This is an optimization exercise on Yosys and OpenROAD, whose aim is small area, not a production implementation.
Only simulation tests tie the RTL to the original design; equivalence was not proved.
Power figures rest on the tool's default switching activity, not on a simulated workload.

==> inputs of run R <==
==> flow/design.v <==
module wb_regfile_rport #(
    parameter int DATA_W = 32,
    parameter int ADDR_W = 5,
    parameter int NREGS  = 2**ADDR_W
) (
    input  logic                          rst,
    input  logic                          ren,
    input  logic [ADDR_W-1:0]             raddr,
    input  logic                          we,
    input  logic [ADDR_W-1:0]             waddr,
    input  logic [DATA_W-1:0]             wdata,
    input  logic [NREGS-1:0][DATA_W-1:0]  regs,
    output logic [DATA_W-1:0]             rdata
);
    logic unused_wb;
    assign unused_wb = &{1'b0, we, waddr, wdata};
    always_comb begin
        rdata = '0;
        if (rst || !ren || raddr == '0) begin
            rdata = '0;
        end
        else begin
            rdata = regs[raddr];
        end
    end
endmodule
module wb_regfile #(
    parameter int DATA_W = 32,
    parameter int ADDR_W = 5,
    parameter int CNT_W  = 16
) (
    input  logic              clk,
    input  logic              rst,
    input  logic              we,
    input  logic [ADDR_W-1:0] waddr,
    input  logic [DATA_W-1:0] wdata,
    input  logic              re1,
    input  logic [ADDR_W-1:0] raddr1,
    output logic [DATA_W-1:0] rdata1,
    input  logic              re2,
    input  logic [ADDR_W-1:0] raddr2,
    output logic [DATA_W-1:0] rdata2,
    output logic              trace_valid,
    output logic [ADDR_W-1:0] trace_waddr,
    output logic [DATA_W-1:0] trace_wdata,
    output logic [CNT_W-1:0]  commit_cnt
);
    localparam int NREGS  = 2**ADDR_W;
    localparam int NUM_RD = 2;
    localparam int STAGES = 1;
    logic [NREGS-1:0][DATA_W-1:0]  regs;
    logic [NUM_RD-1:0]             ren_v;
    logic [NUM_RD-1:0][ADDR_W-1:0] raddr_v;
    logic [NUM_RD-1:0][DATA_W-1:0] rdata_v;
    logic [STAGES:0]               vld_pipe;
    assign vld_pipe[0] = we && (waddr != '0);
    always_ff @(posedge clk or posedge rst) begin
        if (rst) begin
            regs <= '0;
        end else if (vld_pipe[0]) begin
            regs[waddr] <= wdata;
        end
    end
    always_ff @(posedge clk or posedge rst) begin
        if (rst) begin
            vld_pipe[STAGES:1] <= '0;
            trace_waddr        <= '0;
            trace_wdata        <= '0;
        end else begin
            vld_pipe[STAGES:1] <= vld_pipe[STAGES-1:0];
            if (vld_pipe[0]) begin
                trace_waddr <= waddr;
                trace_wdata <= wdata;
            end
        end
    end
    always_ff @(posedge clk or posedge rst) begin
        if (rst) begin
            commit_cnt <= '0;
        end else if (vld_pipe[0]) begin
            commit_cnt <= commit_cnt + CNT_W'(1);
        end
    end
    assign trace_valid = vld_pipe[STAGES];
    assign ren_v   = {re2, re1};
    assign raddr_v = {raddr2, raddr1};
    genvar p;
    generate
        for (p = 0; p < NUM_RD; p++) begin : g_rport
            wb_regfile_rport #(
                .DATA_W (DATA_W),
                .ADDR_W (ADDR_W),
                .NREGS  (NREGS)
            ) u_rport (
                .rst   (rst),
                .ren   (ren_v[p]),
                .raddr (raddr_v[p]),
                .we    (we),
                .waddr (waddr),
                .wdata (wdata),
                .regs  (regs),
                .rdata (rdata_v[p])
            );
        end
    endgenerate
    assign rdata1 = rdata_v[0];
    assign rdata2 = rdata_v[1];
endmodule
==> flow/run.sh <==
#!/bin/bash
# synth_recipe.tcl (not shown) runs the flow's synth.tcl, then flattens the netlist and writes it again
# the make line also repeats each setting of config.mk as NAME=value (left out here)
make -C /OpenROAD-flow-scripts/flow DESIGN_CONFIG=/design/flow/config.mk WORK_HOME=/design/flow/orfs CLKGATE_MAP_FILE= SYNTH_SCRIPT=/design/flow/synth_recipe.tcl finish
==> flow/config.mk <==
export PLATFORM = sky130hd
export DESIGN_NAME = wb_regfile
export DESIGN_NICKNAME = wb_regfile
export VERILOG_FILES = /design/flow/design.v
export SDC_FILE = /design/flow/constraint.sdc
export NUM_CORES = 4
export LEC_CHECK = 0
export CAP_MARGIN = 20
export CORE_MARGIN = 2
export CORE_UTILIZATION = 40
export SLEW_MARGIN = 20
==> flow/constraint.sdc <==
create_clock -name core_clock -period 8.0 [get_ports {clk}]
set_input_delay 1.6000 -clock core_clock [delete_from_list [all_inputs] [get_ports {clk}]]
set_output_delay 1.6000 -clock core_clock [all_outputs]
set_load 0.01 [all_outputs]
==> run A: changes against run R <==
==> flow/design.v, changed modules only <==
module wb_rf_ld (
    input  logic s,
    input  logic d,
    input  logic sn,
    input  logic q,
    output logic y
);
    assign y = (s & d) | (sn & q);
endmodule
module wb_rf_aoi3 (
    input  logic a1, a2,
    input  logic b1, b2,
    input  logic c1, c2,
    output logic y
);
    assign y = ~((a1 & a2) | (b1 & b2) | (c1 & c2));
endmodule
module wb_rf_nand2 (
    input  logic a, b,
    output logic y
);
    assign y = ~(a & b);
endmodule
module wb_rf_nand4 (
    input  logic a, b, c, d,
    output logic y
);
    assign y = ~(a & b & c & d);
endmodule
module wb_rf_nand3 (
    input  logic a, b, c,
    output logic y
);
    assign y = ~(a & b & c);
endmodule
module wb_rf_or3 (
    input  logic a, b, c,
    output logic y
);
    assign y = a | b | c;
endmodule
module wb_rf_rbit (
    input  logic [31:1] sel,
    input  logic [31:1] d,
    output logic        y
);
    logic [10:0] t;
    logic [2:0]  u;
    genvar g;
    generate
        for (g = 0; g < 10; g++) begin : g_aoi
            wb_rf_aoi3 u_aoi (
                .a1(sel[3*g+1]), .a2(d[3*g+1]),
                .b1(sel[3*g+2]), .b2(d[3*g+2]),
                .c1(sel[3*g+3]), .c2(d[3*g+3]),
                .y (t[g])
            );
        end
    endgenerate
    wb_rf_nand2 u_n31 (.a(sel[31]), .b(d[31]), .y(t[10]));
    wb_rf_nand4 u_c0 (.a(t[0]), .b(t[1]), .c(t[2]),  .d(t[3]), .y(u[0]));
    wb_rf_nand4 u_c1 (.a(t[4]), .b(t[5]), .c(t[6]),  .d(t[7]), .y(u[1]));
    wb_rf_nand3 u_c2 (.a(t[8]), .b(t[9]), .c(t[10]),           .y(u[2]));
    wb_rf_or3   u_o  (.a(u[0]), .b(u[1]), .c(u[2]),            .y(y));
endmodule
module wb_regfile #(
    parameter int DATA_W = 32,
    parameter int ADDR_W = 5,
    parameter int CNT_W  = 16
) (
    input  logic              clk,
    input  logic              rst,
    input  logic              we,
    input  logic [ADDR_W-1:0] waddr,
    input  logic [DATA_W-1:0] wdata,
    input  logic              re1,
    input  logic [ADDR_W-1:0] raddr1,
    output logic [DATA_W-1:0] rdata1,
    input  logic              re2,
    input  logic [ADDR_W-1:0] raddr2,
    output logic [DATA_W-1:0] rdata2,
    output logic              trace_valid,
    output logic [ADDR_W-1:0] trace_waddr,
    output logic [DATA_W-1:0] trace_wdata,
    output logic [CNT_W-1:0]  commit_cnt
);
    localparam int NREGS = 2**ADDR_W;
    logic                         commit, commit_n;
    logic [NREGS-1:1]             wsel, wsel_n;
    logic [NREGS-1:1]             valid;
    logic [NREGS-1:1][DATA_W-1:0] mem, mem_d;
    logic [NREGS-1:1]             rsel1, rsel2;
    logic [DATA_W-1:0][NREGS-1:1] col;
    logic [ADDR_W-1:0]            trace_waddr_d;
    logic [DATA_W-1:0]            trace_wdata_d;
    assign commit   = we && (waddr != '0);
    assign commit_n = !commit;
    genvar i, b;
    generate
        for (i = 1; i < NREGS; i++) begin : g_ent
            assign wsel[i]   = we && (waddr == ADDR_W'(i));
            assign wsel_n[i] = !wsel[i];
            for (b = 0; b < DATA_W; b++) begin : g_bit
                wb_rf_ld u_ld (
                    .s(wsel[i]), .d(wdata[b]), .sn(wsel_n[i]), .q(mem[i][b]),
                    .y(mem_d[i][b])
                );
                assign col[b][i] = mem[i][b];
            end
            always_ff @(posedge clk) begin
                mem[i] <= mem_d[i];
            end
            always_ff @(posedge clk or posedge rst) begin
                if (rst)          valid[i] <= 1'b0;
                else if (wsel[i]) valid[i] <= 1'b1;
            end
            assign rsel1[i] = !rst && re1 && valid[i] && (raddr1 == ADDR_W'(i));
            assign rsel2[i] = !rst && re2 && valid[i] && (raddr2 == ADDR_W'(i));
        end
        for (b = 0; b < DATA_W; b++) begin : g_rd
            wb_rf_rbit u_r1 (.sel(rsel1), .d(col[b]), .y(rdata1[b]));
            wb_rf_rbit u_r2 (.sel(rsel2), .d(col[b]), .y(rdata2[b]));
        end
        for (b = 0; b < ADDR_W; b++) begin : g_ta
            wb_rf_ld u_ld (
                .s(commit), .d(waddr[b]), .sn(commit_n), .q(trace_waddr[b]),
                .y(trace_waddr_d[b])
            );
        end
        for (b = 0; b < DATA_W; b++) begin : g_td
            wb_rf_ld u_ld (
                .s(commit), .d(wdata[b]), .sn(commit_n), .q(trace_wdata[b]),
                .y(trace_wdata_d[b])
            );
        end
    endgenerate
    always_ff @(posedge clk or posedge rst) begin
        if (rst) begin
            trace_valid <= 1'b0;
            trace_waddr <= '0;
            trace_wdata <= '0;
        end else begin
            trace_valid <= commit;
            trace_waddr <= trace_waddr_d;
            trace_wdata <= trace_wdata_d;
        end
    end
    always_ff @(posedge clk or posedge rst) begin
        if (rst) begin
            commit_cnt <= '0;
        end else if (commit) begin
            commit_cnt <= commit_cnt + CNT_W'(1);
        end
    end
endmodule
// module wb_regfile_rport removed
--- a/flow/config.mk
+++ b/flow/config.mk
@@ -11 +11,2 @@
 export SLEW_MARGIN = 20
+export SYNTH_HIERARCHICAL = 1
==> flow_summary.ini <==
[sta]
finClkSkew_ns = 0.003941
fin_hold_ws_ns = 0.4797

[final_layout]
largest_class = sequential cells
instances_no_fill = 5186
inv_count = 39
multi_input_area_um2 = 18640
final_common_cell = a22o_1

[yosys]
synthSimpleGateAreaFrac = 0.07087
synth_compound_area_frac = 0.3808
postSynthCellCount = 3330

[grt]
met2_usage = 0.4858
grt_pass1_wl_um = 276600

[place]
pre_cts_ws_ns = 0.9317

[clock_tree]
clock-sinks = 1077

[power_and_ir_drop]
pwr-share-comb = 0.101
pg_comb_mw = 1.42

[run_status]
status = complete, no violations

[drt]
first_iter_violations = 10043
-- figures above: run A

==> flow_summary.ini <==
[power_and_ir_drop]
pg_comb_mw = 4.02

[final_layout]
instances_no_fill = 5938
inv_count = 41
largest_class = multi-input gates
final_common_cell = dfrtp_1
multi_input_area_um2 = 28470

[yosys]
postSynthCellCount = 3961
synthSimpleGateAreaFrac = 0.02995

[grt]
met2_usage = 0.4022

[clock_tree]
clock-sinks = 1078

[run_status]
status = complete, no violations

[drt]
first_iter_violations = 2979

[place]
pre_cts_ws_ns = 1.586

[sta]
fin_hold_ws_ns = 0.3932
-- figures above: run R

[re-timing with driven ports]
The flow's constraints put no driver on any port. The routed layouts listed below were extracted and timed again, unchanged, in two steps. Step 1: set_driving_cell puts a clkbuf_16 on clk and a buf_2 on each other input, an assumption about the parent block. Step 2, shift: input delay + t, output delay - t, t = (earliest + latest rising clock arrival at the registers) / 2. This alone moves slack from input paths to output paths. a / b / c = ideal / step 1 / step 2; a / b = the first two.
| run | t, ns | setup WS [ns] | worst setup path at the end | worst register clock-pin slew, ns |
|---|---|---|---|---|
| run R | 0.839 | 1.559 / 1.512 / 1.512 | input to output | 0.06 / 0.06 |
| run A | 0.774 | 0.764 / 0.741 / 0.741 | input to output | 0.07 / 0.07 |
After both steps setup and hold are still met in every run listed. For run R, which loses most, drivers alone change the setup slack by -0.047 ns; drivers and shift together by -0.047 ns.
